This design comes from an exercise in tuning for small area, a short achievable clock period and few clock cycles per item on the open sky130 flow, not from production work.
Only simulation tests tie the RTL to the original design; equivalence was not proved.
No activity file was given, so power comes from the tool's default toggle rates.

### config.mk
export PLATFORM = sky130hd
export DESIGN_NAME = stream_byte_reassembler_core
export DESIGN_NICKNAME = stream_byte_reassembler_core
export VERILOG_FILES = /design/flow/design.v
export SDC_FILE = /design/flow/constraint.sdc
export NUM_CORES = 4
export LEC_CHECK = 0
export CAP_MARGIN = 20
export CORE_MARGIN = 2
export CORE_UTILIZATION = 40
export SETUP_SLACK_MARGIN = 2.5
export SLEW_MARGIN = 20
### constraint.sdc
create_clock -name core_clock -period 6.0 [get_ports {clk}]
set_input_delay 1.2000 -clock core_clock [delete_from_list [all_inputs] [get_ports {clk}]]
set_output_delay 1.2000 -clock core_clock [all_outputs]
set_load 0.01 [all_outputs]
### design.v
package sbr_pkg;
	localparam int WINDOW  = 64;
	localparam int IW      = $clog2(WINDOW);
	localparam int POS_W   = 32;
	localparam int BYTE_W  = 8;
	localparam int SPACE_W = 7;
endpackage
import sbr_pkg::*;
module stream_byte_reassembler_core (
	input  logic               clk,
	input  logic               arst_n,
	input  logic               req_valid,
	output logic               req_stall,
	input  logic               kind,
	input  logic [POS_W-1:0]   stream_index,
	input  logic [BYTE_W-1:0]  data_byte,
	input  logic               ends_stream,
	input  logic [SPACE_W-1:0] downstream_space,
	output logic               rsp_valid,
	input  logic               rsp_stall,
	output logic               out_valid,
	output logic [BYTE_W-1:0]  out_byte,
	output logic               last_of_run,
	output logic [SPACE_W-1:0] pending_count,
	output logic               stream_closed
);
	function automatic logic [IW-1:0] pe64(input logic [WINDOW-1:0] x);
		logic [WINDOW-1:0]      v;
		logic [WINDOW*IW-1:0]   ix;
		logic [WINDOW-1:0]      nv;
		logic [WINDOW*IW-1:0]   nix;
		begin
			v  = x;
			ix = '0;
			for (int l = 0; l < IW; l++) begin
				nv  = '0;
				nix = '0;
				for (int i = 0; i < (WINDOW >> (l + 1)); i++) begin
					nv[i] = v[2*i] | v[2*i+1];
					for (int b = 0; b < IW; b++) begin
						if (b < l)
							nix[i*IW+b] = v[2*i] ? ix[(2*i)*IW+b] : ix[(2*i+1)*IW+b];
						else if (b == l)
							nix[i*IW+b] = !v[2*i];
					end
				end
				v  = nv;
				ix = nix;
			end
			pe64 = ix[IW-1:0];
		end
	endfunction
	logic              qv_q;
	logic              qkind_q;
	logic [IW-1:0]     qplo_q;
	logic [SPACE_W-1:0] qd_q;
	logic              qsmall_q;
	logic [BYTE_W-1:0] qbyte_q;
	logic [SPACE_W-1:0] qroom_q;
	logic [POS_W-1:0]  next_q;
	logic [WINDOW-1:0] rel_q;
	logic [BYTE_W-1:0] ring_q [WINDOW];
	logic [POS_W-1:0]  end_q;
	logic              end_known_q;
	logic              closed_q;    
	logic              pcl_q;       
	logic [SPACE_W-1:0] er_q;
	logic [SPACE_W-1:0] pb_q;       
	logic [SPACE_W-1:0] k_q;        
	logic              em_q;
	logic [SPACE_W-1:0] rem_q;
	logic              ov_q;
	logic              od_q;
	logic [BYTE_W-1:0] ob_q;
	logic              ol_q;
	logic              free, do_proc, do_emit, take, adv;
	assign free      = !ov_q || !rsp_stall;
	assign do_emit   = em_q && free;
	assign do_proc   = qv_q && !em_q && free;
	assign req_stall = qv_q && (em_q || (ov_q && rsp_stall));
	assign take      = req_valid && !req_stall;
	logic [IW-1:0]     h, d6;
	logic [POS_W-1:0]  endrel;
	logic [SPACE_W-1:0] pend, k, kk;
	logic              closed, in_range, in_win, st0;
	logic [WINDOW-1:0] ddec, rdec, setk, z;
	logic              nonempty, last0, z0, z1;
	logic [BYTE_W-1:0] rd_byte;
	assign h      = next_q[IW-1:0];
	assign d6     = qd_q[IW-1:0];
	assign pend   = pb_q - k_q;
	assign closed = closed_q || (pcl_q && (er_q == k_q));
	assign in_range = !qkind_q && qsmall_q && !qd_q[IW];
	assign in_win   = !closed && in_range && (qd_q < qroom_q);
	assign st0      = in_win && (d6 == '0);
	always_comb begin
		for (int i = 0; i < WINDOW; i++) begin
			ddec[i] = (d6 == IW'(i));
			rdec[i] = (qroom_q == SPACE_W'(i));
		end
	end
	assign setk = ddec & {WINDOW{in_range}};
	assign z    = ~(rel_q | setk) | rdec;
	assign kk   = (|z) ? {1'b0, pe64(z)} : SPACE_W'(WINDOW);
	assign k    = closed ? '0 : kk;
	assign nonempty = !closed && !z[0];
	assign last0    = closed || z[0] || z[1];
	assign endrel = end_q - next_q;
	assign rd_byte = ring_q[h];
	assign adv     = (do_proc && nonempty) || do_emit;
	logic [POS_W-IW-2:0] nh, nh1;
	logic [SPACE_W-1:0]  lo, dn;
	logic                eqa, eqb, sn;
	assign nh  = next_q[POS_W-1:SPACE_W];
	assign nh1 = nh + 1'b1;
	assign lo  = stream_index[SPACE_W-1:0] - next_q[SPACE_W-1:0];
	assign eqa = (stream_index[POS_W-1:SPACE_W] == nh);
	assign eqb = (stream_index[POS_W-1:SPACE_W] == nh1);
	always_comb begin
		sn = (stream_index[SPACE_W-1:0] >= next_q[SPACE_W-1:0]) ? eqa : eqb;
		dn = lo;
		if (adv) begin
			dn = lo - SPACE_W'(1);
			sn = (sn && (lo != '0)) || (eqb && (lo == '0));
		end
	end
	always_ff @(posedge clk or negedge arst_n) begin
		if (!arst_n) begin
			qv_q        <= 1'b0;
			next_q      <= '0;
			rel_q       <= '0;
			end_known_q <= 1'b0;
			closed_q    <= 1'b0;
			pcl_q       <= 1'b0;
			pb_q        <= '0;
			k_q         <= '0;
			em_q        <= 1'b0;
			ov_q        <= 1'b0;
		end else begin
			if (take) begin
				qv_q <= 1'b1;
				if (ends_stream) end_known_q <= 1'b1;
			end else if (do_proc) begin
				qv_q <= 1'b0;
			end
			if (adv) begin
				next_q <= next_q + POS_W'(1);
			end
			if (do_proc) begin
				closed_q <= closed;
				pcl_q    <= !closed && end_known_q && (endrel[POS_W-1:SPACE_W] == '0);
				pb_q     <= pend + SPACE_W'(in_win && !rel_q[d6]);
				k_q      <= k;
				em_q     <= !last0;
				if (!closed) begin
					rel_q <= nonempty ? ((rel_q | (ddec & {WINDOW{in_win}})) >> 1)
					                  :  (rel_q | (ddec & {WINDOW{in_win}}));
				end
				ov_q     <= 1'b1;
			end else if (do_emit) begin
				em_q  <= (rem_q != SPACE_W'(2));
				rel_q <= rel_q >> 1;
				ov_q  <= 1'b1;
			end else if (!rsp_stall) begin
				ov_q <= 1'b0;
			end
		end
	end
	always_ff @(posedge clk) begin
		if (take) begin
			qkind_q  <= kind;
			qplo_q   <= stream_index[IW-1:0];
			qd_q     <= dn;
			qsmall_q <= sn;
			qbyte_q  <= data_byte;
			qroom_q  <= (downstream_space > SPACE_W'(WINDOW)) ? SPACE_W'(WINDOW) : downstream_space;
			if (ends_stream) end_q <= stream_index + POS_W'(!kind);
		end else if (adv) begin
			qd_q <= qd_q - SPACE_W'(1);
			if (qd_q == '0) qsmall_q <= 1'b0;
		end
		if (do_proc) begin
			if (in_win) ring_q[qplo_q] <= qbyte_q;
			er_q  <= endrel[SPACE_W-1:0];
			rem_q <= k;
			od_q  <= nonempty;
			ob_q  <= !nonempty ? '0 : st0 ? qbyte_q : rd_byte;
			ol_q  <= last0;
		end else if (do_emit) begin
			rem_q <= rem_q - SPACE_W'(1);
			od_q  <= 1'b1;
			ob_q  <= rd_byte;
			ol_q  <= (rem_q == SPACE_W'(2));
		end
	end
	assign rsp_valid     = ov_q;
	assign out_valid     = od_q;
	assign out_byte      = ob_q;
	assign last_of_run   = ol_q;
	assign pending_count = pend;
	assign stream_closed = closed;
endmodule
### run.sh
#!/bin/bash
# synth_recipe.tcl (not shown) runs the flow's synth.tcl, then flattens the netlist and writes it again
# the make line also repeats each setting of config.mk as NAME=value (left out here)
make -C /OpenROAD-flow-scripts/flow DESIGN_CONFIG=/design/flow/config.mk WORK_HOME=/design/flow/orfs CLKGATE_MAP_FILE= SYNTH_SCRIPT=/design/flow/synth_recipe.tcl finish
==> results of run 1 <==
-- routing by layer --
| layer | global-route usage [%] | part of all wire, % |
|---|---|---|
| met2 | 38.4 | 48 |
| met1 | 31.1 | 40 |
| met4 | 8.46 | 4.0 |
| met3 | 4.05 | 7.6 |
| met5 | 0 | 0 |
-- how the worst min path moves through the flow --
| stage | startpoint | endpoint | slack (ps) | depth (start not counted) |
|---|---|---|---|---|
| 6_report | end_known_q | end_known_q | 470 | 1 |
| 5_1_grt | end_known_q | end_known_q | 480 | 1 |
| 4_1_cts | end_known_q | end_known_q | 470 | 1 |
| 3_5_place_dp | end_known_q | end_known_q | 450 | 1 |
| 3_3_place_gp | end_known_q | end_known_q | 450 | 1 |
| 2_1_floorplan | end_known_q | end_known_q | 440 | 1 |
-- flip-flops by register name (all words and copies together) (netlist names), 6 cells and up --
signal and flops:
end_q 32, er_q 7, k_q 7, next_q 32
ob_q 8, pb_q 7, qbyte_q 8, qd_q 7
qplo_q 6, qroom_q 7, rel_q 64, rem_q 7
ring_q 512
-- synth_stat cells, types with 37 or more instances --
library cell  number  area [um^2]
ha_1              64          801
xor2_1            43          377
a21oi_1          203         1020
a211oi_1          37          278
inv_1             73          274
dfrtp_1          116         2900
o21ai_0           82          410
clkbuf_1          97          364
nand2_1          150          563
nor2_1           171          642
mux4_2           189         4260
xnor2_1          116         1020
nand3_1           52          260
nand4_1           40          250
edfxtp_1         598        18000
a31oi_1           79          494
-- what timing repair did --
item                       4_1_cts  5_1_grt
setup endpoints to repair      642      617
buffers inserted                43       42
gates cloned                     1        3
hold endpoints to repair         0        0
gates resized for setup        261       77
pin swaps                       26       34
-- metrics by stage --
stage | util [%] | power [mW] | std cells
after floorplan | - | 6.08 | 2565
after global placement | 42.7 | 6.45 | 3686
after detailed placement | 42.7 | 6.46 | 3686
after CTS | 47.2 | 11.4 | 3873
after global routing | 48.2 | 11.8 | 3918
final | 48.2 | 11.4 | 3918
-- worst max-delay path, cell delays in order (launching register included) --
cell	delay, ps
dfrtp_1	370
inv_2	70
ha_4	130
inv_2	40
fa_2	330
a21o_1	180
a21oi_2	160
o21bai_1	80
a21oi_1	150
xnor2_1	170
buf_2	180
-- cells by family after synthesis --
logic type / after synthesis / share of synthesized area, %
flops: 714 / 59.3
simple gates: 617 / 8.98
compound gates: 583 / 10.4
buf+inv: 231 / 2.72
mux: 194 / 12.2
xor+xnor: 159 / 3.96
fa+ha+maj: 67 / 2.45
-- power by group through the flow --
| stage | Combinational [mW] | Sequential [mW] | Clock (mW) |
|---|---|---|---|
| after floorplan | 0.464 | 5.62 | 0 |
| after global placement | 0.833 | 5.62 | 0 |
| after detailed placement | 0.842 | 5.62 | 0 |
| after CTS | 0.947 | 5.51 | 4.93 |
| after global routing | 1.12 | 5.52 | 5.13 |
| final | 1.04 | 5.52 | 4.85 |
-- area by class of cell --
type	count	area [um^2]
clock buffers	97	2060
fillers	7553	45100
well taps	1155	1450
flip-flops and latches	714	20900
repair buffers	211	2110
inverters	75	293
multi-input cells	1620	14600
clock inverters	46	526
==> results.txt, run 1 <==
- The number of flip-flops and latches in the synthesized netlist is 714.
- Entering global routing, the biggest net connects 72 pins.
- For flop-to-flop paths, the worst setup slack is 2510 ps.
- Dividing the detail-routed wire length by the instance count gives 27.1 um.
- In this run the horizontal extent of the chip is 301 um.
- From bottom edge to top edge, the die measures 301 um.
- The initial utilization of the core area, before any placement, comes to 40.5%.
- The kind of path behind the tightest hold check is reg -> reg.
- In the synthesized netlist the async set-or-reset flop fraction comes to 16.2%.
- Global routing consumed, over all layers together, 23.3% of the routing resources.
- The run finished with no timing, DRC or antenna violations.
- After clock tree synthesis, the clock-pin slew on the worst setup and hold paths is 60 ps.
- The TritonCTS sink count is 714.
- Clock tree synthesis selected as its root buffer the cell clkbuf_16.
- After detailed routing, the number of remaining DRC violations is 0.
- The worst pin sits at a relative slew slack of 28.9%.
- The instance area after placement is 37200 um^2.
- The startpoint identified for the worst register-to-register timing path is qd_q[0].
- The timing startpoint of the critical path is pb_q[0].
- Compared with the post-synthesis result, the final layout area differs by 19.1%.
- Across the run, the number of max-cap violations was 0.
- STA classifies the critical path startpoint as a flop.
- Counting I/O delays and the setup requirement, the final critical path takes 3710 ps.
- The critical path arrival is 2510 ps.
- In this run the static leakage power is 13.9 nW.
- The number of antenna diodes in the final layout is 0.
- The post-synthesis instance area is 35200 um^2.
- The TritonCTS buffer count is 78.
- The post-route netlist has 23.6% of its cells at a drive strength greater than 1.
- The final antenna-violating net count is 0.
- The analysis attributes to net switching a power of 2.75 mW.
- In the layout the commonest cells are edfxtp_1, a21oi_1, mux4_2.
- Yosys mapped the design onto 89 distinct sky130hd cell types.
- The floorplan has 108 rows.
- The routability congestion estimate is 0.965.
- The number of global-route vias before repair is 24000.
- Counting every instance in the synthesized netlist gives 2565.
- The endpoint of the most critical register-to-register path is rem_q[1].
- The highest clock frequency the design can meet is 0.270 GHz.
- The remaining global-route overflow is 0.
- Setup repair after global routing could not meet its margin everywhere.
- The element type at the critical path end is a primary output.
- The number of nets in the layout is 2820.
- The post-synthesis average cell area is 13.7 um^2.
- After the first detailed-routing iteration, the DRC count stood at 2623.
- The maximum resistive drop on vdd is 0.257 mV.
- The capture point of the worst path is pending_count[6].
- The worst hold slack is 468 ps.
- The setup clock skew after layout is 36.2 ps.
- The TritonCTS clock tree is done.
- The final-layout setup total negative slack is 0 ps.
- The number of hold violations in the final report is 0.
- At the pin with the least slew margin, the transition time is 1060 ps.
- The worst setup path is of the reg -> out kind.
- The clock passes through at most 3 buffers.
- The placeable core area is 87000 um^2.
- The final max-slew violation count was 0.
- For this design, the CTS-stage hold fixing added 0 buffers.
- Power spread over the standard cell area amounts to 272 nW/um^2.
- The I/O pin total is 73.
- Per report_power, the combinational group accounts for 9.1% of the total.
- Setup violations remaining at the end of the flow were counted as 0.
- The total wire length is 106 mm.
- The sequential share of the synthesized area is 59.3%.
- The cell internal power dissipation is 8.66 mW.
- The first global-routing pass estimated 158 mm of wire.
- After detailed routing, the number of vias per cell comes to 6.12.
- For this run, the leading register cell type out of synthesis is edfxtp_1.
- Buffers placed on the I/O ports in this run total 72.
- The total via count in the routed design is 24000.
- The HPWL after detailed placement is 69.5 mm.
- Counting flops with a built-in enable in the synthesized netlist gives 598.
- The share of total power dissipated in the clock network is 42.5%.
- Net switching is 24.1% of the power.
- For this run, the number of Yosys warnings is 1.
- Setup slack closes at 2290 ps.
- When the netlist entered floorplanning its net count stood at 2685.
- The initial antenna violation count is 0.
- The H-tree generated during clock tree synthesis spans 3 levels.
- Counting cells, the worst reg-to-reg path comes to 12.
- The library cell used most frequently in the layout, excluding fill and tap cells, is edfxtp_1.
- The die covers 90400 um^2.
- The insertion delay of the later-clocked pin in the worst-skew pair is 650 ps.
- Data on the critical path is required at its endpoint by 4800 ps.
- The highest fanout seen on the critical path is 2.
- The number of iterations in the first detailed-routing pass is 5.
- The setup slack at placement is 976 ps.
- The final critical path takes up 61.8% of the cycle.
- The cell area after layout is 41900 um^2.
- The share of power burned in registers is 48.4%.
Testbench counts, summed over its fixed seeds: cycles 14,724, items 9,629.
==> run 2: changes to the inputs <==
--- a/config.mk
+++ b/config.mk
@@ -8,5 +8,5 @@
 export CAP_MARGIN = 20
 export CORE_MARGIN = 2
 export CORE_UTILIZATION = 40
-export SETUP_SLACK_MARGIN = 2.5
+export SETUP_SLACK_MARGIN = 3.0
 export SLEW_MARGIN = 20
==> results.txt, run 2 <==
- The share of layout cells above drive strength 1 is 34.4%.
- The area added between synthesis and finish is 28.1%.
- The element type at the critical path end is a primary output.
- The number of global-route vias before repair is 24900.
- Synthesis instantiated 89 different standard cells from the library.
- The flow ran to the end and the layout has no timing, DRC or antenna violations.
- The startpoint identified for the worst hold timing path is end_known_q.
- The leakage power of the design is 15.4 nW.
- The worst setup path category is reg -> out.
- The library cell used most frequently in the layout, excluding fill and tap cells, is edfxtp_1.
- The cell area that synthesis handed to floorplanning was 35200 um^2.
- In the final timing run, aggregate negative setup slack is 0 ps.
- The final max-slew violation count came to 0.
- The startpoint identified for the worst register-to-register timing path is qd_q[0].
- The register with the most flip-flops in the layout has 512 of them.
- The number of iterations in the first detailed-routing pass is 8.
- The worst setup path is launched from a flop.
- The tool flagged a number of max-cap violations equal to 0.
- The register with the most flip-flops in the final layout is ring_q.
- The measured slew at the worst slew-check pin is 1020 ps.
- The kind of cell adding the most delay to the critical path is compound AO/OA/AOI/OAI gates.
- After synthesis, the most frequently instantiated cells are edfxtp_1, a21oi_1, mux4_2, nor2_1, nand2_1.
- The average via count per standard cell is 6.15.
- The TritonCTS clock tree is done.
- The total power per unit cell area is 259 nW/um^2.
- The dominant combinational cell family by area after synthesis is multiplexers.
- For this run, global-route usage on met2 was measured as 38.8%.
- The worst path buffer plus inverter count is 2.
- The starting density of the core is 40.5%.
- Setup violations remaining at the end of the flow were counted as 0.
- Of all nets on the critical path, the largest fanout is 2.
- Setup repair after global routing could not meet its margin everywhere.
- The maximum number of pins on one net before global-route repair is 117.
- Dividing the final minimum period by the clock period gives 62.5%.
- The clock period minus worst slack is 3750 ps.
- Dividing the synthesized area by the synthesized cell count gives 13.7 um^2.
- The most crowded layer after global routing is met2.
- Summing the areas of all and, or, nand and nor instances in the mapped netlist gives 8.98% of the synthesized area.
- In the final design database the tool counted 3009 nets.
- The kind of path behind the tightest hold check is reg -> reg.
- Along the worst hold path, the cell count comes to 1.
- The synthesized netlist net count is 2685.
- Summing the areas of all compound-gate instances in the mapped netlist gives 10.4% of the synthesized area.
- In the final routed layout, each cell accounts on average for 27.4 um.
- The met3 demand-to-capacity share in global routing is 4.43%.
- Between clock sinks in the finished design, the worst skew comes to 54.9 ps.
- At the worst endpoint, the arrival time is 2550 ps.
- The synthesized-area fraction occupied by xor and xnor cells is 3.96%.
- The number of cells on the worst reg-to-reg path is 13.
- The first global-routing pass estimated 163 mm of wire.
- In the post-synthesis netlist, the biggest area contributors are edfxtp_1, mux4_2, dfrtp_1.
- The initialized floorplan defines 108 standard-cell rows.
- The TritonCTS buffer count is 77.
- Clock tree synthesis selected as its root buffer the cell clkbuf_16.
- The number of buffer cells added on primary ports is 72.
- Walking the worst path, the cells encountered are ha_4, inv_2, fa_2, a21o_1, a21oi_2, o21bai_1, a21oi_2, xnor2_2, buf_2.
- The number of buffers on the longest clock path is 3.
- The final antenna-violating net count is 0.
- The gate count after technology mapping is 2565.
- The number of DRC violations after detailed routing is 0.
- The total power is 11.7 mW.
- The longest individual stage delay on the worst path is 410 ps.
- After global routing the overflow that remains totals 0.
- The area of the die is 90400 um^2.
- The number of hold violations in the final report is 0.
- The most repeated library cell on the critical path is a21oi_2.
- The number of flip-flops and latches in the synthesized netlist is 714.
- The count of flip-flops with a built-in enable after synthesis is 598.
- For this run, the total global-route usage over all layers was measured as 24.2%.
- The synthesized netlist devotes 2.45% of its cell area to adder and majority cells.
- The number of warnings printed during yosys synthesis is 1.
- The core region is 87000 um^2.
- The number of buffers inserted by hold repair at cts is 0.
- The fraction of registers with async set or reset after synthesis is 16.2%.
- The top cell type's share of synthesized area is 51.0%.
- The number of DRC markers after the initial detailed-route iteration is 2980.
- The highest clock frequency the design can meet is 0.267 GHz.
- The total wire length is 113 mm.
- Among all stages on the critical path, the largest delay is contributed by dfrtp_1.
- 73 I/O pins were placed.
- The flip-flop cell with the highest count after synthesis is edfxtp_1.
- The worst-case IR drop observed on VDD is 0.219 mV.
- The dominant cell type by area after synthesis is edfxtp_1.
- In this run the critical register-to-register path is captured at pb_q[6].
- The insertion delay of the later-clocked pin in the worst-skew pair is 660 ps.
- Leaving out fill and tap cells, the most frequent cells in the layout are edfxtp_1, buf_4, mux4_2.
- The total via count in the routed design is 25200.
- The die span in y is 301 um.
- For met1 alone, demand over resource in global routing was 32.1%.
- The routability congestion estimate is 0.982.
- The worst hold endpoint is end_known_q.
- Clock-pin slew was measured on the worst setup and hold paths at 70 ps.
- In the final layout, the registers with the most flip-flops are ring_q: 512 flops, rel_q: 64 flops.
- The initial antenna violation count is 2.
- In this run the register-to-register setup slack is 2560 ps.
- The total number of H-tree levels is 3.
- The most repeated cell in the gate-level netlist after synthesis is edfxtp_1.
- The data required time at the worst endpoint is 4800 ps.
- The multiplexer area fraction after synthesis is 12.2%.
- The relative slew slack is 31.8%.
- Of the synthesized area, sequential elements account for 59.3%.
- Detailed placement ended at an HPWL of 68.7 mm.
- In this run the horizontal extent of the chip is 301 um.
- The clock net in this run drives a total of 714 sinks.
==> run 2: cell counts after synthesis <==
Identical to the previous run, type by type.
==> run 2: through the flow <==
stage | util [%] | setup slack (ps) | cells | cell area (um^2) | hold slack, ps
after floorplan | - | 2730 | 2565 | 35600 | 439
after global placement | 43.1 | 1410 | 3678 | 37500 | 454
after detailed placement | 43.1 | 1310 | 3678 | 37500 | 462
after CTS | 49.8 | 2180 | 4011 | 43300 | 483
after global routing | 51.8 | 2120 | 4105 | 45100 | 509
final | 51.8 | 2250 | 4106 | 45100 | 482
==> run 2: how the worst max path moves through the flow <==
| stage | depth (start not counted) | to | startpoint |
|---|---|---|---|
| 6_report | 9 | pending_count[6] | k_q[0] |
| 5_1_grt | 10 | pending_count[6] | pb_q[0] |
| 4_1_cts | 9 | pending_count[6] | k_q[0] |
| 3_5_place_dp | 9 | ring_q[20][3] | rsp_stall |
| 3_3_place_gp | 9 | ring_q[37][4] | rsp_stall |
| 2_1_floorplan | 8 | ring_q[10][0] | rsp_stall |
==> run 2: final cells by class <==
cell class / instances / area, um^2
clock inverters: 44 / 584
clock buffers: 96 / 2060
well taps: 1155 / 1450
fillers: 7150 / 41900
repair inverters: 2 / 17.5
repair buffers: 398 / 4170
inverters: 75 / 320
multi-input cells: 1621 / 15600
diodes: 1 / 2.50
flip-flops and latches: 714 / 20900
==> run 2: layer usage <==
metal | vias to the layer above | wire length [um]
met5 | - | 12
met3 | 319 | 9740
li1 | 10700 | -
met2 | 1378 | 53400
met1 | 12800 | 43700
met4 | 2 | 5800
==> run 2: cells by family (layout without fill, tap and decap cells) <==
group	after synthesis	count (layout)
compound gates	583	583
xor+xnor	159	159
buf+inv	231	615
simple gates	617	618
mux	194	194
other cells	0	1
fa+ha+maj	67	67
flops	714	714
==> run 2: what timing repair did <==
item | CTS | global route
endpoints found under the setup margin | 670 | 614
cloned | 11 | 9
endpoints found under the hold margin | 0 | 0
pin swaps | 96 | 125
setup buffers | 182 | 85
gates resized for setup | 399 | 221
==> run 2: power breakdown <==
part | switching [mW] | internal (mW) | total, mW | leakage, nW
Clock | 2.06 | 2.90 | 4.97 | 1.28
Sequential | 0.0480 | 5.46 | 5.51 | 6.94
Combinational | 0.711 | 0.501 | 1.21 | 7.17
Total | 2.82 | 8.87 | 11.7 | 15.4
==> run 3: changes to the inputs <==
--- a/design.v
+++ b/design.v
@@ -69,18 +69,25 @@
 	logic [SPACE_W-1:0] k_q;        
 	logic              em_q;
 	logic [SPACE_W-1:0] rem_q;
+	logic              rv_q;
+	logic              rd_q;
+	logic [BYTE_W-1:0] rb_q;
+	logic              rl_q;
 	logic              ov_q;
 	logic              od_q;
 	logic [BYTE_W-1:0] ob_q;
 	logic              ol_q;
-	logic              free, do_proc, do_emit, take, adv;
-	assign free      = !ov_q || !rsp_stall;
-	assign do_emit   = em_q && free;
-	assign do_proc   = qv_q && !em_q && free;
-	assign req_stall = qv_q && (em_q || (ov_q && rsp_stall));
+	logic [SPACE_W-1:0] op_q;
+	logic              oc_q;
+	logic              o_free, r_move, r_free, do_proc, do_emit, take, adv;
+	assign o_free    = !ov_q || !rsp_stall;
+	assign r_move    = rv_q && o_free;
+	assign r_free    = !rv_q || o_free;
+	assign do_emit   = em_q && r_free;
+	assign do_proc   = qv_q && !em_q && r_free;
+	assign req_stall = qv_q && (em_q || (rv_q && ov_q && rsp_stall));
 	assign take      = req_valid && !req_stall;
 	logic [IW-1:0]     h, d6;
-	logic [POS_W-1:0]  endrel;
 	logic [SPACE_W-1:0] pend, k, kk;
 	logic              closed, in_range, in_win, st0;
 	logic [WINDOW-1:0] ddec, rdec, setk, z;
@@ -105,7 +112,6 @@
 	assign k    = closed ? '0 : kk;
 	assign nonempty = !closed && !z[0];
 	assign last0    = closed || z[0] || z[1];
-	assign endrel = end_q - next_q;
 	assign rd_byte = ring_q[h];
 	assign adv     = (do_proc && nonempty) || do_emit;
 	logic [POS_W-IW-2:0] nh, nh1;
@@ -124,6 +130,11 @@
 			sn = (sn && (lo != '0)) || (eqb && (lo == '0));
 		end
 	end
+	logic [SPACE_W-1:0] er;
+	logic               er_small;
+	assign er       = end_q[SPACE_W-1:0] - next_q[SPACE_W-1:0];
+	assign er_small = (end_q[SPACE_W-1:0] < next_q[SPACE_W-1:0]) ? (end_q[POS_W-1:SPACE_W] == nh1)
+	                                                           : (end_q[POS_W-1:SPACE_W] == nh);
 	always_ff @(posedge clk or negedge arst_n) begin
 		if (!arst_n) begin
 			qv_q        <= 1'b0;
@@ -135,6 +146,7 @@
 			pb_q        <= '0;
 			k_q         <= '0;
 			em_q        <= 1'b0;
+			rv_q        <= 1'b0;
 			ov_q        <= 1'b0;
 		end else begin
 			if (take) begin
@@ -148,7 +160,7 @@
 			end
 			if (do_proc) begin
 				closed_q <= closed;
-				pcl_q    <= !closed && end_known_q && (endrel[POS_W-1:SPACE_W] == '0);
+				pcl_q    <= !closed && end_known_q && er_small;
 				pb_q     <= pend + SPACE_W'(in_win && !rel_q[d6]);
 				k_q      <= k;
 				em_q     <= !last0;
@@ -156,15 +168,23 @@
 					rel_q <= nonempty ? ((rel_q | (ddec & {WINDOW{in_win}})) >> 1)
 					                  :  (rel_q | (ddec & {WINDOW{in_win}}));
 				end
-				ov_q     <= 1'b1;
+				rv_q     <= 1'b1;
 			end else if (do_emit) begin
 				em_q  <= (rem_q != SPACE_W'(2));
 				rel_q <= rel_q >> 1;
-				ov_q  <= 1'b1;
+				rv_q  <= 1'b1;
+			end else if (r_move) begin
+				rv_q <= 1'b0;
+			end
+			if (r_move) begin
+				ov_q <= 1'b1;
 			end else if (!rsp_stall) begin
 				ov_q <= 1'b0;
 			end
 		end
+	end
+	always_ff @(posedge clk) begin
+		if (qv_q && !em_q && in_win) ring_q[qplo_q] <= qbyte_q;
 	end
 	always_ff @(posedge clk) begin
 		if (take) begin
@@ -180,23 +200,29 @@
 			if (qd_q == '0) qsmall_q <= 1'b0;
 		end
 		if (do_proc) begin
-			if (in_win) ring_q[qplo_q] <= qbyte_q;
-			er_q  <= endrel[SPACE_W-1:0];
+			er_q  <= er;
 			rem_q <= k;
-			od_q  <= nonempty;
-			ob_q  <= !nonempty ? '0 : st0 ? qbyte_q : rd_byte;
-			ol_q  <= last0;
+			rd_q  <= nonempty;
+			rb_q  <= !nonempty ? '0 : st0 ? qbyte_q : rd_byte;
+			rl_q  <= last0;
 		end else if (do_emit) begin
 			rem_q <= rem_q - SPACE_W'(1);
-			od_q  <= 1'b1;
-			ob_q  <= rd_byte;
-			ol_q  <= (rem_q == SPACE_W'(2));
+			rd_q  <= 1'b1;
+			rb_q  <= rd_byte;
+			rl_q  <= (rem_q == SPACE_W'(2));
+		end
+		if (r_move) begin
+			od_q <= rd_q;
+			ob_q <= rb_q;
+			ol_q <= rl_q;
+			op_q <= pend;
+			oc_q <= closed;
 		end
 	end
 	assign rsp_valid     = ov_q;
 	assign out_valid     = od_q;
 	assign out_byte      = ob_q;
 	assign last_of_run   = ol_q;
-	assign pending_count = pend;
-	assign stream_closed = closed;
+	assign pending_count = op_q;
+	assign stream_closed = oc_q;
 endmodule
--- a/config.mk
+++ b/config.mk
@@ -8,5 +8,5 @@
 export CAP_MARGIN = 20
 export CORE_MARGIN = 2
 export CORE_UTILIZATION = 40
-export SETUP_SLACK_MARGIN = 3.0
+export SETUP_SLACK_MARGIN = 2.5
 export SLEW_MARGIN = 20
==> results.txt, run 3 <==
- The setup violation total in the final timing report is 0.
- Setup repair after global routing could not meet its margin everywhere.
- Of the total power, combinational logic draws 31.4%.
- The number of warnings printed during yosys synthesis is 1.
- The post-synthesis average cell area is 13.9 um^2.
- The floorplan step defined a core boundary enclosing 87000 um^2.
- The data required time at the worst endpoint is 6500 ps.
- The register with the most flip-flops in the layout has 512 of them.
- The insertion delay of the later-clocked pin in the worst-skew pair is 660 ps.
- Summed over all nets, the switching power comes to 5.39 mW.
- Static timing analysis puts the maximum clock frequency at 0.289 GHz.
- In the synthesized netlist, the number of instances is 2529.
- Sorting the synthesized cells by area gives the leading types as edfxtp_1, mux4_2, dfrtp_1.
- In this run the most critical hold path is launched from rd_q.
- The detailed router finished its first iteration with 2475 violations.
- Using the TritonRoute via totals, the vias-per-cell ratio works out to 6.06.
- The root buffer cell chosen for the clock tree is clkbuf_16.
- The total number of H-tree levels is 3.
- After detailed routing, the average wire length per cell comes to 26.6 um.
- Among the stages of the critical path, the cell type that occurs most often is mux4_2.
- The clock-pin slew of the registers on the worst-case setup and hold paths is 60 ps.
- In the final timing run, aggregate negative setup slack is 0 ps.
- On the critical path the largest part of the delay comes from multiplexers.
- After synthesis, flip-flops and latches occupy 60.9% of the total area.
- The area added between synthesis and finish is 17.2%.
- The remaining global-route overflow is 0.
- Net switching is 32.5% of the power.
- The worst setup path category is reg -> reg.
- The TritonCTS buffer count is 82.
- The clock arrives with 33.1 ps of skew.
- Summing all placed instances gives a cell area of 37100 um^2.
- The run finished with no timing, DRC or antenna violations.
- After synthesis, the share of flip-flops with an asynchronous set or reset is 16.0%.
- The final layout contains routed wiring with a total length of 103 mm.
- The element type at the critical path end is a flop.
- At the worst endpoint, the arrival time is 3960 ps.
- The max-cap check violation count is 0.
- In the final layout, the registers with the most flip-flops are ring_q: 512 flops, rel_q: 64 flops.
- The top cell type's share of synthesized area is 52.6%.
- The clock period minus worst slack is 3460 ps.
- The wire-length estimate of the detail-placed layout is 68.5 mm.
- After the last flow step, the layout net total stands at 2734.
- The highest fanout seen on the critical path is 11.
- Headroom to the max-slew limit came out at 16.7%.
- Ranked by instance count, the synthesized netlist is headed by edfxtp_1, nor2_1, mux4_2, a21oi_1, nand2_1.
- The worst setup path is launched from a flop.
- In this run the static leakage power is 13.6 nW.
- The first-pass GRT wire length is 153 mm.
- The post-synthesis instance area is 35200 um^2.
- The count of flip-flops with a built-in enable after synthesis is 616.
- The slack of the worst reg-to-reg path is 2540 ps.
- The TritonCTS sink count is 733.
- The cell area after layout is 41200 um^2.
- The number of flip-flops and latches in the synthesized netlist is 733.
- The starting density of the core is 40.4%.
- In the routed design, unresolved DRC markers number 0.
- Entering global routing, the biggest net connects 68 pins.
- The total track usage is 22.6%.
- The number of buffer cells added on primary ports is 72.
- The measured slew at the worst slew-check pin is 1250 ps.
- The routability congestion estimate is 0.963.
- The total power per unit cell area is 403 nW/um^2.
- Of all cell types, the one taking the most synthesized area is edfxtp_1.
- The die covers 90400 um^2.
- The slowest stage of the critical path is the mux4_2 cell.
- The signal on the critical path passes through buf_12, buf_4, mux4_2, mux4_2, mux4_2, nor2_2, ha_2, ha_1, and2_4, nand3_1, nor3_2, xnor2_1, o21ai_0.
- The routed layout has 23400 vias.
- The synthesized netlist net count is 2626.
- Synthesis instantiated 89 different standard cells from the library.
- Among all flip-flop cells after synthesis, the most frequent one is edfxtp_1.
- The final period utilization is 57.6%.
- The most repeated cell in the gate-level netlist after synthesis is edfxtp_1.
- In this run the vertical extent of the chip is 301 um.
- The die width is 301 um.
- The number of hold violations in the final report is 0.
- The most common library cell in the layout ignoring fill and taps is edfxtp_1.
- The number of buffers and inverters on the critical path is 2.
- The I/O pin total is 73.
- The total number of placement rows is 108.
- The initial antenna violation count is 5.
- No sink is reached through more buffers than the 3 on the longest clock path.
- In this run, flip-flops and latches consume 37.7% of the power.
- Ranked by flip-flop count, first place goes to ring_q.
- The number of global-route vias before repair is 23200.
- The clock group share of total power is 30.8%.
- The worst hold path belongs to the class reg -> reg.
- The design draws 16.6 mW.
- The internal portion of the total power is 11.2 mW.
- The critical path starts at qd_q[0].
- The detail route stage leaves a number of antenna-violating nets equal to 0.
- The final max-slew violation count was 0.
- The critical register-to-register path startpoint is qd_q[0].
- Cells with a size suffix above 1 make up 21.4% of the layout.
- The TritonCTS clock tree is done.
- The number of iterations in the first detailed-routing pass is 6.
- On the worst path, the slowest cell contributes a delay of 530 ps.
- In the layout the commonest cells are edfxtp_1, mux4_2, a21oi_1.
- The maximum resistive drop on vdd is 0.300 mV.
run 3: cell types whose count changed after synthesis, moves of 14 or more:
cell,change
xor2_1,+28
ha_1,-23
a311oi_1,-23
a21oi_1,-31
o21ai_0,-19
buf_2,+14
clkbuf_1,-20
edfxtp_1,+18
nor2_1,+60
xnor2_1,-14
run 3: worst paths after layout:
kind,endpoint,depth (start not counted)
setup / recovery,pb_q[6],13
hold / removal,od_q,0
setup reg to reg,pb_q[6],13
hold reg to reg,od_q,0
max in group asynchronous,next_q[29],2
min in group asynchronous,qv_q,1
run 3: power by group through the flow:
stage	Combinational (mW)	Sequential (mW)	Clock, mW
floorplan	3.47	6.14	0
global placement	4.82	6.36	0
detailed placement	4.87	6.36	0
CTS	4.99	6.27	5.21
global route	5.60	6.29	5.40
finish	5.22	6.27	5.13
run 3: per-stage QoR:
stage / setup WS, ps / util (%) / cells / hold WS [ps]
global placement: 1500 / 42.7 / 3655 / 404
finish: 2540 / 47.4 / 3860 / 430
global route: 2400 / 47.4 / 3860 / 450
detailed placement: 1430 / 42.7 / 3656 / 421
CTS: 2150 / 46.8 / 3834 / 433
floorplan: 2520 / - / 2529 / 400
run 3: final cells by class:
cell class	instances	area, um^2
Clock buffer	111	2230
Tap cell	1155	1450
Timing Repair Buffer	176	1660
Clock inverter	40	527
Fill cell	7554	45800
Inverter	65	260
Multi-Input combinational cell	1579	13700
Sequential cell	733	21400
Antenna cell	1	2.50
run 3: per-layer routing:
metal / vias to the layer above / share of wire (%) / GRT usage (%) / wire length [um]
met5: - / 0.045 / 0 / 46
met4: 8 / 3.7 / 8.28 / 3830
met3: 278 / 7.8 / 3.98 / 8020
li1: 10100 / - / - / -
met1: 11800 / 41 / 31.1 / 42200
met2: 1195 / 47 / 36.0 / 48700
run 3: kinds of logic after synthesis:
logic type,after synthesis,share of synthesized area [%]
AO/OA/AOI/OAI,497,8.93
AND/OR/NAND/NOR,677,9.88
adder cells (fa/ha/maj),44,1.63
buffers and inverters,217,2.59
flip-flops,733,60.9
XOR/XNOR,173,4.31
multiplexers,188,11.8
run 3: what timing repair did:
action / CTS / global route
gates resized for setup: 170 / 71
gates cloned: 0 / 1
hold buffers: 0 / 0
setup buffers: 27 / 24
pin swaps: 9 / 10
endpoints found under the setup margin: 663 / 305
run 3: worst reg2reg max path, stage by stage, from the launching register on:
cell	delay [ps]
edfxtp_1	390
buf_12	170
buf_4	140
mux4_2	500
mux4_2	530
mux4_2	530
nor2_2	110
ha_2	190
ha_1	160
and2_4	160
nand3_1	100
nor3_2	150
xnor2_1	120
o21ai_0	80
Testbench counts of run 3, summed over its fixed seeds: cycles 14,732, items 9,629.
==> run 4: changes to the inputs <==
--- a/config.mk
+++ b/config.mk
@@ -8,5 +8,5 @@
 export CAP_MARGIN = 20
 export CORE_MARGIN = 2
 export CORE_UTILIZATION = 40
-export SETUP_SLACK_MARGIN = 2.5
+export SETUP_SLACK_MARGIN = 2.0
 export SLEW_MARGIN = 20
==> results.txt, run 4 <==
- Entering global routing, the biggest net connects 67 pins.
- The final antenna-violating net count is 0.
- The synthesized netlist occupies a cell area of 35200 um^2.
- In the synthesized netlist the dominant register cell turns out to be edfxtp_1.
- When the netlist entered floorplanning its net count stood at 2626.
- Global routing finished with a remaining overflow of 0.
- The gate count after technology mapping is 2529.
- The final-layout setup total negative slack is 0 ps.
- The most repeated cell in the gate-level netlist after synthesis is edfxtp_1.
- Before CTS, the worst setup slack after placement is 1420 ps.
- At the end of routability-driven placement, the weighted congestion stood at 0.974.
- The average via count per standard cell is 6.05.
- After detailed routing, the average wire length per cell comes to 26.3 um.
- Of all flip-flops after synthesis, the portion carrying an async set or reset was 16.0%.
- The largest individual stage delay along the critical path comes from the cell nand3_2.
- The met3 demand-to-capacity share in global routing is 3.62%.
- Counting tap cells, the placed design contains a total of 3648 instances.
- Summed over all instances, the cell type with the most area after synthesis is edfxtp_1.
- The kind of cell adding the most delay to the critical path is simple AND/OR/NAND/NOR gates.
- The flow ran to the end and the layout has no timing, DRC or antenna violations.
- The number of flip-flops and latches in the synthesized netlist is 733.
- The instance area after placement is 37100 um^2.
- The top cell type's share of synthesized area is 52.6%.
- The design draws 16.1 mW.
- Sorting the synthesized cells by area gives the leading types as edfxtp_1, mux4_2, dfrtp_1.
- The least setup slack across all paths after layout is 2000 ps.
- In the final layout, the registers with the most flip-flops are ring_q: 512 flops, rel_q: 64 flops.
- The flip-flop count of the largest register after layout is 512.
- The I/O pin total is 73.
- The initial antenna violation count is 3.
- The H-tree generated during clock tree synthesis spans 3 levels.
- After global routing, the most crowded layer is met2.
- The number of warnings printed during yosys synthesis is 1.
- The TritonCTS clock tree is done.
- STA classifies the critical path endpoint as a flop.
- The highest clock frequency the design can meet is 0.250 GHz.
- The data required time at the worst endpoint is 6300 ps.
- The kind of path behind the tightest hold check is reg -> reg.
- Wires add up to 100 mm.
- The number of DRC violations after detailed routing is 0.
- Port buffering added 72 buffers.
- The TritonCTS buffer count is 81.
- Ranked by instance count, the synthesized netlist is headed by edfxtp_1, nor2_1, mux4_2, a21oi_1, nand2_1.
- The clock net in this run drives a total of 733 sinks.
- For this run, the slowest stage of the critical path takes 590 ps.
- The placed wire-length estimate is 67.3 mm.
- The number of nets in the layout is 2689.
- Before antenna repair, the detailed router went through 6 iterations.
- The max-cap check violation count is 0.
- Along the worst hold path, the cell count comes to 0.
- A synthesized cell averages 13.9 um^2.
- Counting both buffers and inverters, the worst setup path holds a total of 2.
- STA classifies the critical path startpoint as a flop.
- For the finished layout, the period the worst path requires is 4000 ps.
- The total area of multi-input combinational cells is 13300 um^2.
- The setup violation total in the final timing report is 0.
- From left edge to right edge, the die measures 301 um.
- The most common library cell in the layout ignoring fill and taps is edfxtp_1.
- The insertion delay of the later-clocked pin in the worst-skew pair is 660 ps.
- The first global-routing pass estimated 150 mm of wire.
- Global routing consumed, on the met2 layer, 35.1% of the routing resources.
- For the pin with the worst max-slew slack, the measured transition is 1060 ps.
- The number of hold violations in the final report came to 0.
- The master cell of the clock root buffer is clkbuf_16.
- Setup repair after global routing could not meet its margin everywhere.
- Headroom to the max-slew limit came out at 29.0%.
- The signal on the critical path passes through inv_1, ha_1, a21o_1, a211oi_1, o211a_1, o21ai_1, buf_4, nor2_1, nand3_2, nor2_4.
- The layout has 7598 filler cells.
- The total via count in the routed design is 23100.
- The sequential share of the synthesized area is 60.9%.
- The critical path arrival is 4300 ps.
- The number of cells on the worst reg-to-reg path is 10.
- Measured along the y axis, the die boundary spans 301 um.
- The total area inside the core boundary comes to 87000 um^2.
- The final max-slew violation count is 0.
- Counting along the longest clock path gives a buffer depth of 3.
- After clock tree synthesis, the clock-pin slew on the worst setup and hold paths is 60 ps.
- The cell area after layout is 40200 um^2.
- The total number of placement rows is 108.
- The starting density of the core is 40.4%.
- The highest fanout seen on the critical path is 8.
- Ranked by flip-flop count, first place goes to ring_q.
- The number of stages on the worst setup path is 10.
- The setup clock skew after layout is 54.2 ps.
- For this block, the initial DRC count from the detailed router was 2407.
- Of the cells placed in the final design, the portion with a size suffix greater than 1 is 18.3%.
- The count of flip-flops with a built-in enable after synthesis is 616.
- After synthesis, the netlist uses 89 different library cells.
- The total track usage is 22.0%.
- Across the VDD grid, the largest voltage drop is 0.278 mV.
- The worst setup path category is reg -> reg.
- The met1 routing resource usage after global routing is 31.1%.
- The number of global-route vias before repair came to 22700.
- The floorplan step defined a die boundary enclosing 90400 um^2.
- The post-route non-filler standard cell count is 3813.
- Dividing total power by cell area gives a power density of 400 nW/um^2.
- The final period utilization is 66.7%.
- The area added between synthesis and finish is 14.1%.
- In this run the static leakage power is 13.2 nW.
- In the layout the commonest cells are edfxtp_1, mux4_2, a21oi_1.
- The sequential cells in the finished layout cover a total of 21400 um^2.
[run 4: routing by layer]
layer	up-vias	part of all wire (%)	routed length (um)
li1	9969	-	-
met1	11700	42	42200
met2	1171	47	47200
met3	218	7.8	7800
met4	4	3.0	3030
met5	-	0.024	24
[run 4: worst paths after layout]
path                       startpoint            end  slack [ps]
max in group asynchronous      arst_n      rel_q[39]        4290
min in group asynchronous      arst_n           qv_q         460
min reg2reg                      rd_q           od_q         430
max                        qroom_q[5]  ring_q[57][3]        2000
min                              rd_q           od_q         430
max reg2reg                qroom_q[5]  ring_q[57][3]        2000
[run 4: metrics by stage]
stage | hold WS (ps) | utilization [%]
after floorplan | 400 | -
after global placement | 404 | 42.6
after detailed placement | 420 | 42.6
after CTS | 426 | 45.8
after global routing | 429 | 46.2
final | 428 | 46.2
[run 4: cell type report]
| type | instances | share of cell area [%] |
|---|---|---|
| diodes | 1 | 0.00623 |
| clock buffers | 105 | 5.40 |
| clock inverters | 43 | 1.08 |
| inverters | 65 | 0.614 |
| multi-input cells | 1579 | 33.0 |
| flip-flops and latches | 733 | 53.4 |
| well taps | 1155 | 3.60 |
| repair buffers | 132 | 2.95 |
[run 4: power breakdown]
group          total, mW  internal (mW)  leakage (nW)  switching [mW]
Clock               4.85           2.75          1.26            2.10
Sequential          6.30           5.84          6.88           0.461
Combinational       4.91           2.18          5.10            2.73
[run 4: cells by family after synthesis]
kind of cell / count (synthesis) / synth area share (%)
xor gates and xnor gates: 173 / 4.31
adders and majority gates: 44 / 1.63
AOI/OAI and AO/OA: 497 / 8.93
and+or+nand+nor: 677 / 9.88
DFF: 733 / 60.9
muxes: 188 / 11.8
buffers and inverters: 217 / 2.59
[run 4: timing repair]
action	CTS	global route
endpoints found under the setup margin	517	444
cloned	0	0
hold buffers	0	0
buffers inserted	11	5
gates resized for setup	32	84
pin swaps	5	1
[run 4: worst reg2reg max path: stages, from the launching register on]
cell and delay (ps):
edfxtp_1 540, inv_1 120, ha_1 340, a21o_1 190
a211oi_1 410, o211a_1 350, o21ai_1 110, buf_4 200
nor2_1 310, nand3_2 590, nor2_4 500
==> run 5: changes to the inputs <==
--- a/config.mk
+++ b/config.mk
@@ -8,5 +8,5 @@
 export CAP_MARGIN = 20
 export CORE_MARGIN = 2
 export CORE_UTILIZATION = 40
-export SETUP_SLACK_MARGIN = 2.0
+export SETUP_SLACK_MARGIN = 2.8
 export SLEW_MARGIN = 20
==> results.txt, run 5 <==
- The clock drives 733 sinks.
- The number of DRC violations after detailed routing is 0.
- The starting density of the core is 40.4%.
- The element type at the critical path end is a flop.
- The critical path crosses 13 cells after its start point.
- The max-cap check violation count is 0.
- The die span in y is 301 um.
- After clock tree synthesis, the clock-pin slew on the worst setup and hold paths is 60 ps.
- In the finished design, the share of the clock period the worst path needs comes to 57.1%.
- The initial antenna violation count came to 6.
- The setup violation total in the final timing report is 0.
- The area added between synthesis and finish is 21.1%.
- For the pin with the worst max-slew slack, the measured transition is 1110 ps.
- The total number of H-tree levels is 3.
- The number of hold violations in the final report was 0.
- The total via count in the routed design is 24000.
- The TritonCTS buffer count is 81.
- Along the worst hold path, the cell count comes to 0.
- The insertion delay of the later-clocked pin in the worst-skew pair is 660 ps.
- Summed over all cells, the static leakage comes to 14.3 nW.
- The setup path with the least slack is of type reg -> reg.
- The average via count per standard cell is 6.12.
- The first routing iteration left 2902 violations.
- For the worst flop-to-flop path, the logic depth is 13.
- The final-layout setup total negative slack is 0 ps.
- The kind of cell adding the most delay to the critical path is multiplexers.
- After detailed routing, the average wire length per cell comes to 27.2 um.
- Setup repair after global routing could not meet its margin everywhere.
- Timing analysis after detailed placement gives a worst setup slack of 1500 ps.
- The total power per unit cell area is 400 nW/um^2.
- The dominant cell type by area after synthesis is edfxtp_1.
- Global routing consumed, over all layers together, 23.2% of the routing resources.
- In the synthesized netlist the dominant register cell turns out to be edfxtp_1.
- In the post-synthesis netlist, the cell with the most instances is edfxtp_1.
- Synthesis instantiated 89 different standard cells from the library.
- The filler cell count is 7392.
- The placeable core area is 87000 um^2.
- The clock period minus worst slack is 3430 ps.
- The number of global-route vias before repair came to 23500.
- Ranked by flip-flop count, first place goes to ring_q.
- On the critical path, the stage with the largest delay is an instance of mux4_2.
- In the post-synthesis netlist, the biggest area contributors are edfxtp_1, mux4_2, dfrtp_1.
- The worst path buffer plus inverter count is 2.
- Synthesis produced 2529 cells.
- The first-pass GRT wire length is 157 mm.
- The synthesized design devotes to its leading area cell type 52.6% of total area.
- The placed instances occupy a cell area of 37100 um^2.
- At the worst endpoint, the arrival time is 3940 ps.
- The synthesized netlist net count is 2626.
- In this run the worst path has a maximum fanout of 6.
- The master cell of the clock root buffer is clkbuf_16.
- The count of flip-flops with a built-in enable after synthesis is 616.
- The maximum resistive drop on vdd is 0.253 mV.
- Dividing the synthesized area by the synthesized cell count gives 13.9 um^2.
- At the end of the flow, the number of nets in the layout was 2802.
- Once layout is done, the placed cells without fillers occupy 42600 um^2.
- The area of the die is 90400 um^2.
- The type of element launching the critical path is a flop.
- The flip-flop count of the largest register after layout is 512.
- The fraction of the core area covered by cells at the end of the flow is 49.0%.
- The run finished with no timing, DRC or antenna violations.
- The fraction of registers with async set or reset after synthesis is 16.0%.
- The signal on the critical path passes through buf_6, buf_12, mux4_2, mux4_2, mux4_2, nor2_4, ha_4, ha_4, and2_4, nand3_2, nor3_2, xnor2_1, o21ai_1.
- The sequential share of the synthesized area is 60.9%.
- The number of buffers on the longest clock path is 3.
- The placed wire-length estimate is 67.6 mm.
- The mapped netlist covers 35200 um^2.
- TritonCTS built the clock tree.
- The most numerous cell type found on the critical path is mux4_2.
- Leaving out fill and tap cells, the most frequent cell in the layout is edfxtp_1.
- The share of layout cells above drive strength 1 is 26.4%.
- The count of cells in the finished layout, fillers not included, comes to 3927.
- The final antenna-violating net count is 0.
- For this run the aggregate overflow at the end of global routing stands at 0.
- The longest individual stage delay on the worst path is 550 ps.
- In this run the count of I/O pins placed on the die edge is 73.
- The worst hold path belongs to the class reg -> reg.
- The highest clock frequency the design can meet is 0.292 GHz.
- The setup clock skew after layout is 40.5 ps.
- The relative slew slack is 26.2%.
- The maximum number of pins on one net before global-route repair is 81.
- The final max-slew violation count is 0.
- In this run, placement finished with an instance count of 3647.
- Wires add up to 107 mm.
- The number of warnings printed during yosys synthesis is 1.
- At the end of routability-driven placement, the weighted congestion stood at 0.940.
- The number of iterations in the first detailed-routing pass is 12.
- Across all setup checks in the final design, the least slack found is 2570 ps.
- By count the netlist is led by edfxtp_1, nor2_1, mux4_2, a21oi_1, nand2_1.
- After floorplanning, the core was divided into 108 placement rows.
- In the layout the commonest cells are edfxtp_1, mux4_2, a21oi_1.
- 0 antenna diodes ended up in the layout.
- In the final layout, the registers with the most flip-flops are ring_q: 512 flops, rel_q: 64 flops.
- The number of flip-flops and latches in the synthesized netlist is 733.
- The total power is 17.1 mW.
- The die width is 301 um.
- The number of buffer cells added on primary ports is 72.
- The data required time at the worst endpoint is 6510 ps.
- The worst hold slack is 428 ps.
-- run 5: cell counts after synthesis --
No cell type changed its count.
-- run 5: logic make-up (layout without fill, tap and decap cells) --
kind of cell / Yosys count / after routing / synth area share [%]
AND/OR/NAND/NOR: 677 / 679 / 9.88
buffers and inverters: 217 / 457 / 2.59
flip-flops: 733 / 733 / 60.9
adder cells (fa/ha/maj): 44 / 44 / 1.63
AO/OA/AOI/OAI: 497 / 498 / 8.93
multiplexers: 188 / 188 / 11.8
XOR/XNOR: 173 / 173 / 4.31
-- run 5: cell type report --
class                   count  area [um^2]  area share, %
clock buffers              99         2170           5.08
clock inverters            51          586           1.37
inverters                  65          277          0.649
multi-input cells        1582        14300           33.6
flip-flops and latches    733        21400           50.3
well taps                1155         1450           3.39
repair buffers            242         2410           5.66
-- run 5: worst paths after layout --
path	endpoint	slack, ps	start
max	pb_q[6]	2570	qd_q[0]
min	ol_q	430	rl_q
max reg2reg	pb_q[6]	2570	qd_q[0]
min reg2reg	ol_q	430	rl_q
max in group asynchronous	next_q[25]	4390	arst_n
min in group asynchronous	em_q	440	arst_n
-- run 5: metal layers --
metal	vias up	wire [um]	global-route usage (%)
met3	246	9340	4.26
met2	1305	49600	36.1
met4	10	3600	7.51
met1	12200	44100	32.9
met5	-	66	0
li1	10200	-	-
-- run 5: power breakdown --
part,switching [mW],internal (mW),leakage (nW)
sequential,0.389,5.84,6.87
combinational,3.16,2.58,6.04
clock,2.16,2.92,1.34
-- run 5: repair_timing --
action	CTS	global route
endpoints found under the setup margin	658	607
cloned	5	3
endpoints found under the hold margin	0	0
gates resized for setup	275	113
buffers inserted	79	43
pin swaps	48	34
hold buffers	0	0

port drivers added, routing unchanged:
The flow's constraints put no driver on any port. The routed layouts listed below were extracted and timed again, unchanged, in two steps.
Step 1, drivers: a clkbuf_16 drives clk and a buf_2 each remaining input, both assumed.
Step 2 moves the port delays by t, midway between the first and last clock arrival at a register: inputs arrive t later, outputs are due t later. That takes back most of the time a late clock gives input paths.
Three values: ideal ports, drivers, drivers and shift; two values: the first two.
run | t (ns) | setup slack, ns | hold WS [ns]
run 1 | 0.698 | 2.291 / 2.227 / 1.928 | 0.468 / 0.468 / 0.468
run 2 | 0.700 | 2.253 / 2.189 / 2.432 | 0.482 / 0.482 / 0.482
run 3 | 0.710 | 2.543 / 2.543 / 1.885 | 0.430 / 0.430 / 0.430
run 4 | 0.700 | 2.001 / 2.001 / 1.507 | 0.428 / 0.417 / 0.428
run 5 | 0.707 | 2.574 / 2.574 / 2.176 | 0.428 / 0.399 / 0.428
After both steps setup and hold are still met in every run listed. The setup slack of run 3, which loses most, moves by 0.000 ns with the drivers and by -0.658 ns with both steps.
